What follows belongs to an exercise in optimizing a design on an open flow for small area; a production flow would make more cautious choices.
RTL that was checked went through simulation tests only; none was proved equivalent to the original.
Power figures rest on the tool's default switching activity, not on a simulated workload.

==> inputs of v21 <==
==> flow/design.v <==
module postfix_expression_evaluator #(
	parameter int STACK_DEPTH = 16,
	parameter int MAX_DIGITS  = 4
) (
	input  logic               clk,
	input  logic               arst_n,
	input  logic               in_valid,
	output logic               in_stall,
	input  logic [7:0]         char_code,
	input  logic               end_of_text,
	output logic               out_valid,
	input  logic               out_stall,
	output logic signed [31:0] stack_value,
	output logic               stack_empty,
	output logic [2:0]         error_code,
	output logic               final_entry
);
	localparam logic [3:0] S_IDLE = 4'd0;
	localparam logic [3:0] S_DIG  = 4'd1;   
	localparam logic [3:0] S_PUSH = 4'd2;   
	localparam logic [3:0] S_ADD  = 4'd3;   
	localparam logic [3:0] S_P0   = 4'd4;   
	localparam logic [3:0] S_P1   = 4'd5;   
	localparam logic [3:0] S_IT   = 4'd6;   
	localparam logic [3:0] S_FIN  = 4'd7;   
	localparam logic [3:0] S_LOAD = 4'd8;   
	localparam logic [3:0] S_DW   = 4'd9;   
	localparam logic [3:0] S_OUT  = 4'd10;  
	logic [3:0]  st;
	logic [4:0]  ph;
	logic [4:0]  cnt;
	logic [2:0]  dcnt;
	logic [2:0]  err;
	logic [3:0]  cq;
	logic        eot_q;
	logic [4:0]  it;
	logic        sa, sb, nz, seen, c, dS, dA, xb, qb;
	logic        dl1, dl2, dl3, cA, cB;
	logic [31:0] S;
	logic [15:0] pr;
	logic [31:0] w [16];
	wire ph0  = ph == 5'd0;
	wire ph31 = ph == 5'd31;
	wire st_idle = st == S_IDLE;
	wire st_dig  = st == S_DIG;
	wire st_push = st == S_PUSH;
	wire st_add  = st == S_ADD;
	wire st_p0   = st == S_P0;
	wire st_p1   = st == S_P1;
	wire st_it   = st == S_IT;
	wire st_fin  = st == S_FIN;
	wire st_load = st == S_LOAD;
	wire st_dw   = st == S_DW;
	wire st_out  = st == S_OUT;
	wire rdA = w[1][0];
	wire rdB = w[0][0];
	wire is_div = cq[2];
	wire mulm   = st_it && !is_div;
	wire subf   = st_add ? cq[2] : (qb ^ sb);
	wire ax     = st_add ? rdA : (ph0 ? (is_div & xb) : dS);
	wire by     = mulm ? (xb & rdB) : (rdB ^ subf);
	wire cc     = ph0 ? (!mulm & subf) : c;
	wire sum    = ax ^ by ^ cc;
	wire cout   = (ax & by) | (ax & cc) | (by & cc);
	wire shs  = ph0 ? qb : dA;
	wire nx   = st_p1 ? rdA : shs;
	wire nen  = st_p1 ? (is_div & sa) : (st_fin & (sa ^ sb));
	wire sn   = !ph0 & seen;
	wire nout = nx ^ (nen & sn);
	wire havedig = dcnt != 3'd0;
	wire xm      = pr[0] & havedig;
	wire dbit    = (ph[4:2] == 3'd0) & cq[ph[1:0]];
	wire s1      = dl1 ^ dl3 ^ dbit;
	wire c1      = (dl1 & dl3) | (dl1 & dbit) | (dl3 & dbit);
	wire cAe     = !ph0 & cA;
	wire cBe     = !ph0 & cB;
	wire s2      = s1 ^ cAe ^ cBe;
	wire c2      = (s1 & cAe) | (s1 & cBe) | (cAe & cBe);
	wire mulz = mulm && it == 5'd31;
	wire mpush = st_push;
	wire mpop  = st_add | mulz | st_fin | st_load;
	wire maw   = (st_p1 | st_it) & !mulz;
	wire pbit  = !ph[4] & pr[0];
	wire rbit  = st_load ? rdA : (st_fin ? nout : sum);
	always_ff @(posedge clk) begin
		w[0]  <= {mpush ? pbit : (mpop ? rbit : w[0][0]), w[0][31:1]};
		w[1]  <= {mpush ? w[0][0] : (mpop ? w[2][0] : (maw ? nout : w[1][0])), w[1][31:1]};
		w[15] <= {mpush ? w[14][0] : w[15][0], w[15][31:1]};
	end
	genvar k;
	generate
		for (k = 2; k < 15; k++) begin : g_w
			always_ff @(posedge clk) begin
				w[k] <= {mpush ? w[k-1][0] : (mpop ? w[k+1][0] : w[k][0]), w[k][31:1]};
			end
		end
	endgenerate
	wire sin = (st_load | st_dw) ? (rdB & (cnt != 5'd0)) : (st_it & sum);
	always_ff @(posedge clk) begin
		if (!st_out) S <= {sin, S[31:1]};
	end
	always_ff @(posedge clk) begin
		pr   <= {(st_dig && !ph[4]) ? s2 : pr[0], pr[15:1]};
		dl1  <= xm;
		dl2  <= dl1;
		dl3  <= dl2;
		cA   <= c1;
		cB   <= c2;
		c    <= cout;
		dS   <= S[0];
		dA   <= rdA;
		seen <= sn | nx;
		nz   <= rdB | (!ph0 & nz);
		if (ph31) begin
			xb <= nout;
			qb <= st_it ? !sum : 1'b1;
			it <= st_it ? it + 5'd1 : 5'd0;
		end
		if (st_p0 && ph31) begin
			sa <= rdA;
			sb <= rdB;
		end
	end
	wire in_digit = (char_code >= 8'h30) && (char_code <= 8'h39);
	wire in_op    = (char_code == 8'h2A) || (char_code == 8'h2B) ||
	                (char_code == 8'h2D) || (char_code == 8'h2F);
	wire accept   = st_idle && ph31 && in_valid;
	wire nz_end   = rdB | nz;
	always_ff @(posedge clk) begin
		if (accept) begin
			cq    <= char_code[3:0];
			eot_q <= end_of_text;
		end
	end
	always_ff @(posedge clk or negedge arst_n) begin
		if (!arst_n) begin
			st   <= S_IDLE;
			ph   <= 5'd0;
			cnt  <= 5'd0;
			dcnt <= 3'd0;
			err  <= 3'd0;
		end else begin
			ph <= ph + 5'd1;
			case (st)
				S_IDLE: begin
					if (accept) begin
						st <= end_of_text ? S_LOAD : S_IDLE;
						if (in_digit) begin
							if (dcnt == 3'(MAX_DIGITS)) begin
								if (err == 3'd0) err <= 3'd4;
							end else begin
								st <= S_DIG;
							end
						end else if (in_op) begin
							if (cnt < 5'd2) begin
								if (err == 3'd0) err <= 3'd2;
							end else begin
								st <= char_code[2] ? (char_code[1] ? S_P0 : S_ADD)
								                   : (char_code[0] ? S_ADD : S_P0);
							end
						end else if (havedig) begin
							if (cnt == 5'd16) begin
								if (err == 3'd0) err <= 3'd1;
								dcnt <= 3'd0;
							end else begin
								st <= S_PUSH;
							end
						end
					end
				end
				S_OUT: begin
					if (!out_stall) begin
						if (cnt <= 5'd1) begin
							cnt  <= 5'd0;
							dcnt <= 3'd0;
							err  <= 3'd0;
							st   <= S_IDLE;
						end else begin
							cnt <= cnt - 5'd1;
							st  <= S_DW;
						end
					end
				end
				default: begin
					if (ph31) begin
						case (st)
							S_DIG: begin
								dcnt <= dcnt + 3'd1;
								st   <= eot_q ? S_LOAD : S_IDLE;
							end
							S_PUSH: begin
								cnt  <= cnt + 5'd1;
								dcnt <= 3'd0;
								st   <= eot_q ? S_LOAD : S_IDLE;
							end
							S_ADD: begin
								cnt <= cnt - 5'd1;
								st  <= eot_q ? S_LOAD : S_IDLE;
							end
							S_P0: begin
								if (is_div && !nz_end) begin
									if (err == 3'd0) err <= 3'd3;
									st <= eot_q ? S_LOAD : S_IDLE;
								end else begin
									st <= S_P1;
								end
							end
							S_P1: st <= S_IT;
							S_IT: begin
								if (it == 5'd31) begin
									if (is_div) begin
										st <= S_FIN;
									end else begin
										cnt <= cnt - 5'd1;
										st  <= eot_q ? S_LOAD : S_IDLE;
									end
								end
							end
							S_FIN: begin
								cnt <= cnt - 5'd1;
								st  <= eot_q ? S_LOAD : S_IDLE;
							end
							S_LOAD: st <= S_OUT;
							S_DW:   st <= S_LOAD;
							default: st <= S_IDLE;
						endcase
					end
				end
			endcase
		end
	end
	assign in_stall    = !(st_idle && ph31);
	assign out_valid   = st_out;
	assign stack_value = S;
	assign stack_empty = cnt == 5'd0;
	assign final_entry = cnt <= 5'd1;
	assign error_code  = err;
endmodule
==> flow/flow/run.sh <==
#!/bin/bash
# Standard layout with the clock tree built without dummy loads.
export CTS_ARGS="-sink_clustering_enable -repair_clock_nets -dont_use_dummy_load -buf_list sky130_fd_sc_hd__clkbuf_8"
bash standard.sh > standard.log 2>&1
==> flow/standard.sh <==
#!/bin/bash
# synth_recipe.tcl (not shown) runs the flow's synth.tcl, then flattens the netlist and writes it again
# the make line also repeats each setting of config.mk as NAME=value (left out here)
make -C /OpenROAD-flow-scripts/flow DESIGN_CONFIG=/design/flow/config.mk WORK_HOME=/design/flow/orfs CLKGATE_MAP_FILE= SYNTH_SCRIPT=/design/flow/synth_recipe.tcl "${@:-finish}"
==> flow/config.mk <==
export PLATFORM = sky130hd
export DESIGN_NAME = postfix_expression_evaluator
export DESIGN_NICKNAME = postfix_expression_evaluator
export VERILOG_FILES = /design/flow/design.v
export SDC_FILE = /design/flow/constraint.sdc
export NUM_CORES = 4
export LEC_CHECK = 0
export CAP_MARGIN = 20
export CORE_MARGIN = 2
export CORE_UTILIZATION = 40
export SLEW_MARGIN = 20
==> flow/constraint.sdc <==
create_clock -name core_clock -period 10.0 [get_ports {clk}]
set_input_delay 2.0000 -clock core_clock [delete_from_list [all_inputs] [get_ports {clk}]]
set_output_delay 2.0000 -clock core_clock [all_outputs]
set_load 0.01 [all_outputs]
==> inputs of v37, as changes to v21 <==
--- a/flow/design.v
+++ b/flow/design.v
@@ -26,6 +26,7 @@
 	localparam logic [3:0] S_LOAD = 4'd8;   
 	localparam logic [3:0] S_DW   = 4'd9;   
 	localparam logic [3:0] S_OUT  = 4'd10;  
+	localparam logic [3:0] S_ROT  = 4'd11;  
 	logic [3:0]  st;
 	logic [4:0]  ph;
 	logic [4:0]  cnt;
@@ -52,6 +53,7 @@
 	wire st_load = st == S_LOAD;
 	wire st_dw   = st == S_DW;
 	wire st_out  = st == S_OUT;
+	wire st_rot  = st == S_ROT;
 	wire rdA = w[1][0];
 	wire rdB = w[0][0];
 	wire is_div = cq[2];
@@ -77,25 +79,23 @@
 	wire s2      = s1 ^ cAe ^ cBe;
 	wire c2      = (s1 & cAe) | (s1 & cBe) | (cAe & cBe);
 	wire mulz = mulm && it == 5'd31;
-	wire mpush = st_push;
-	wire mpop  = st_add | mulz | st_fin | st_load;
-	wire maw   = (st_p1 | st_it) & !mulz;
-	wire pbit  = !ph[4] & pr[0];
-	wire rbit  = st_load ? rdA : (st_fin ? nout : sum);
+	wire mrot = st_push | st_rot;
+	wire maw  = st_add | st_p1 | st_it | st_fin;
+	wire abit = (st_add | mulz) ? sum : nout;
+	wire tbit = st_push ? (!ph[4] & pr[0]) : w[15][0];
 	always_ff @(posedge clk) begin
-		w[0]  <= {mpush ? pbit : (mpop ? rbit : w[0][0]), w[0][31:1]};
-		w[1]  <= {mpush ? w[0][0] : (mpop ? w[2][0] : (maw ? nout : w[1][0])), w[1][31:1]};
-		w[15] <= {mpush ? w[14][0] : w[15][0], w[15][31:1]};
+		w[0] <= {mrot ? tbit : w[0][0], w[0][31:1]};
+		w[1] <= {mrot ? w[0][0] : (maw ? abit : w[1][0]), w[1][31:1]};
 	end
 	genvar k;
 	generate
-		for (k = 2; k < 15; k++) begin : g_w
+		for (k = 2; k < 16; k++) begin : g_w
 			always_ff @(posedge clk) begin
-				w[k] <= {mpush ? w[k-1][0] : (mpop ? w[k+1][0] : w[k][0]), w[k][31:1]};
+				w[k] <= {mrot ? w[k-1][0] : w[k][0], w[k][31:1]};
 			end
 		end
 	endgenerate
-	wire sin = (st_load | st_dw) ? (rdB & (cnt != 5'd0)) : (st_it & sum);
+	wire sin = st_load ? (rdB & (cnt != 5'd0)) : (st_it & sum);
 	always_ff @(posedge clk) begin
 		if (!st_out) S <= {sin, S[31:1]};
 	end
@@ -114,7 +114,7 @@
 		if (ph31) begin
 			xb <= nout;
 			qb <= st_it ? !sum : 1'b1;
-			it <= st_it ? it + 5'd1 : 5'd0;
+			it <= (st_it | st_rot) ? it + 5'd1 : 5'd0;
 		end
 		if (st_p0 && ph31) begin
 			sa <= rdA;
@@ -132,6 +132,8 @@
 			eot_q <= end_of_text;
 		end
 	end
+	wire in_sep = !in_digit && !in_op;
+	wire done_nx = ph31 && ((st_dig | st_push) || (st_p0 && is_div && !nz_end) || (st_rot && it == 5'd14));
 	always_ff @(posedge clk or negedge arst_n) begin
 		if (!arst_n) begin
 			st   <= S_IDLE;
@@ -141,92 +143,37 @@
 			err  <= 3'd0;
 		end else begin
 			ph <= ph + 5'd1;
-			case (st)
-				S_IDLE: begin
-					if (accept) begin
-						st <= end_of_text ? S_LOAD : S_IDLE;
-						if (in_digit) begin
-							if (dcnt == 3'(MAX_DIGITS)) begin
-								if (err == 3'd0) err <= 3'd4;
-							end else begin
-								st <= S_DIG;
-							end
-						end else if (in_op) begin
-							if (cnt < 5'd2) begin
-								if (err == 3'd0) err <= 3'd2;
-							end else begin
-								st <= char_code[2] ? (char_code[1] ? S_P0 : S_ADD)
-								                   : (char_code[0] ? S_ADD : S_P0);
-							end
-						end else if (havedig) begin
-							if (cnt == 5'd16) begin
-								if (err == 3'd0) err <= 3'd1;
-								dcnt <= 3'd0;
-							end else begin
-								st <= S_PUSH;
-							end
-						end
-					end
+			if (accept) begin
+				if (end_of_text || in_sep) dcnt <= 3'd0;
+				if (in_digit && dcnt == 3'(MAX_DIGITS) && err == 3'd0) err <= 3'd4;
+				if (in_op && cnt < 5'd2 && err == 3'd0) err <= 3'd2;
+				if (in_sep && havedig && cnt == 5'd16 && err == 3'd0) err <= 3'd1;
+				if (in_digit && dcnt != 3'(MAX_DIGITS) && !end_of_text) st <= S_DIG;
+				else if (in_op && cnt >= 5'd2) st <= (char_code[2] ? char_code[1] : !char_code[0]) ? S_P0 : S_ADD;
+				else if (in_sep && havedig && cnt != 5'd16) st <= S_PUSH;
+				else if (end_of_text) st <= S_LOAD;
+			end
+			if (st_out && !out_stall) begin
+				if (cnt <= 5'd1) begin
+					cnt <= 5'd0;
+					err <= 3'd0;
+					st  <= S_IDLE;
+				end else begin
+					st  <= S_DW;
 				end
-				S_OUT: begin
-					if (!out_stall) begin
-						if (cnt <= 5'd1) begin
-							cnt  <= 5'd0;
-							dcnt <= 3'd0;
-							err  <= 3'd0;
-							st   <= S_IDLE;
-						end else begin
-							cnt <= cnt - 5'd1;
-							st  <= S_DW;
-						end
-					end
-				end
-				default: begin
-					if (ph31) begin
-						case (st)
-							S_DIG: begin
-								dcnt <= dcnt + 3'd1;
-								st   <= eot_q ? S_LOAD : S_IDLE;
-							end
-							S_PUSH: begin
-								cnt  <= cnt + 5'd1;
-								dcnt <= 3'd0;
-								st   <= eot_q ? S_LOAD : S_IDLE;
-							end
-							S_ADD: begin
-								cnt <= cnt - 5'd1;
-								st  <= eot_q ? S_LOAD : S_IDLE;
-							end
-							S_P0: begin
-								if (is_div && !nz_end) begin
-									if (err == 3'd0) err <= 3'd3;
-									st <= eot_q ? S_LOAD : S_IDLE;
-								end else begin
-									st <= S_P1;
-								end
-							end
-							S_P1: st <= S_IT;
-							S_IT: begin
-								if (it == 5'd31) begin
-									if (is_div) begin
-										st <= S_FIN;
-									end else begin
-										cnt <= cnt - 5'd1;
-										st  <= eot_q ? S_LOAD : S_IDLE;
-									end
-								end
-							end
-							S_FIN: begin
-								cnt <= cnt - 5'd1;
-								st  <= eot_q ? S_LOAD : S_IDLE;
-							end
-							S_LOAD: st <= S_OUT;
-							S_DW:   st <= S_LOAD;
-							default: st <= S_IDLE;
-						endcase
-					end
-				end
-			endcase
+			end
+			if (done_nx) st <= eot_q ? S_LOAD : S_IDLE;
+			if (ph31) begin
+				if (st_dig) dcnt <= dcnt + 3'd1;
+				if (st_push) cnt <= cnt + 5'd1;
+				if (st_rot && it == 5'd14) cnt <= cnt - 5'd1;
+				if (st_p0 && is_div && !nz_end && err == 3'd0) err <= 3'd3;
+				if (st_p0 && !(is_div && !nz_end)) st <= S_P1;
+				if (st_p1) st <= S_IT;
+				if (st_it && it == 5'd31) st <= is_div ? S_FIN : S_ROT;
+				if (st_add || st_fin || st_dw) st <= S_ROT;
+				if (st_load) st <= S_OUT;
+			end
 		end
 	end
 	assign in_stall    = !(st_idle && ph31);
==> flow/flow/run.sh (replaced) <==
#!/bin/bash
# Standard layout; clock tree without dummy loads, ports buffered with the smallest buffer.
export CTS_ARGS="-sink_clustering_enable -repair_clock_nets -dont_use_dummy_load -buf_list sky130_fd_sc_hd__clkbuf_8 -sink_clustering_size 22 -sink_clustering_max_diameter 45"
export BUFFER_PORTS_ARGS="-buffer_cell sky130_fd_sc_hd__buf_1"
bash standard.sh > standard.log 2>&1
--- a/flow/config.mk
+++ b/flow/config.mk
@@ -5,6 +5,7 @@
 export SDC_FILE = /design/flow/constraint.sdc
 export NUM_CORES = 4
 export LEC_CHECK = 0
+export ABC_AREA = 1
 export CAP_MARGIN = 20
 export CORE_MARGIN = 2
 export CORE_UTILIZATION = 40
==> run summary <==
Status: v37 no timing/DRC/antenna violations; v21 no timing/DRC/antenna violations
Number of global-route vias before repair: v37 6137; v21 6398
Pwr per Cell Area: v37 253 nW/um2; v21 232 nW/um2
Number of nets in the layout: v37 1057; v21 1053
Post-synthesis simple-gate area fraction: v37 5.75%; v21 5.18%
Well-tap cell count: v37 461; v21 468
Internal power: v37 3110 uW; v21 3170 uW
Number of buffers created by CTS: v37 44; v21 83
Layout Cell Area excl Fill: v37 15700 um2; v21 16800 um2
Maximum net fanout on the critical path: v37 15; v21 36
Number of core rows: v37 69; v21 70
Portion of synthesized cell area occupied by the leading cell type: v37 75.0%; v21 73.4%
Start point of the worst min-delay path: v37 w[7][14]$_DFF_P_; v21 w[12][24]$_DFF_P_
WL met1: v37 9770 um; v21 10100 um
Cell count after placement: v37 1444; v21 1409
For v21, only the layout was checked, not whether the RTL still works.

==> static timing again, ports no longer ideal <==
Ports are ideal in the flow. The routed layouts listed here were re-timed in OpenROAD.
Step 1, drivers: a clkbuf_16 drives clk and a buf_2 each remaining input, both assumed.
Step 2 times the ports against the registers' clock, not the clock port: input delays grow and output delays shrink by t, the midpoint of the rising clock arrivals with the driver on.
Slacks: ideal / step 1 / step 2; pairs: ideal / step 1.
| run | shift t [ns] | setup slack, ns | latest minus earliest clock arrival (ns) | pins driven straight from the clock port |
|---|---|---|---|---|
| v21 | 0.607 | 4.966 / 4.924 / 5.531 | 0.067 / 0.068 | 1 |
| v37 | 0.591 | 5.799 / 5.754 / 6.345 | 0.092 / 0.092 | 1 |
After both steps setup and hold are still met in every run listed.
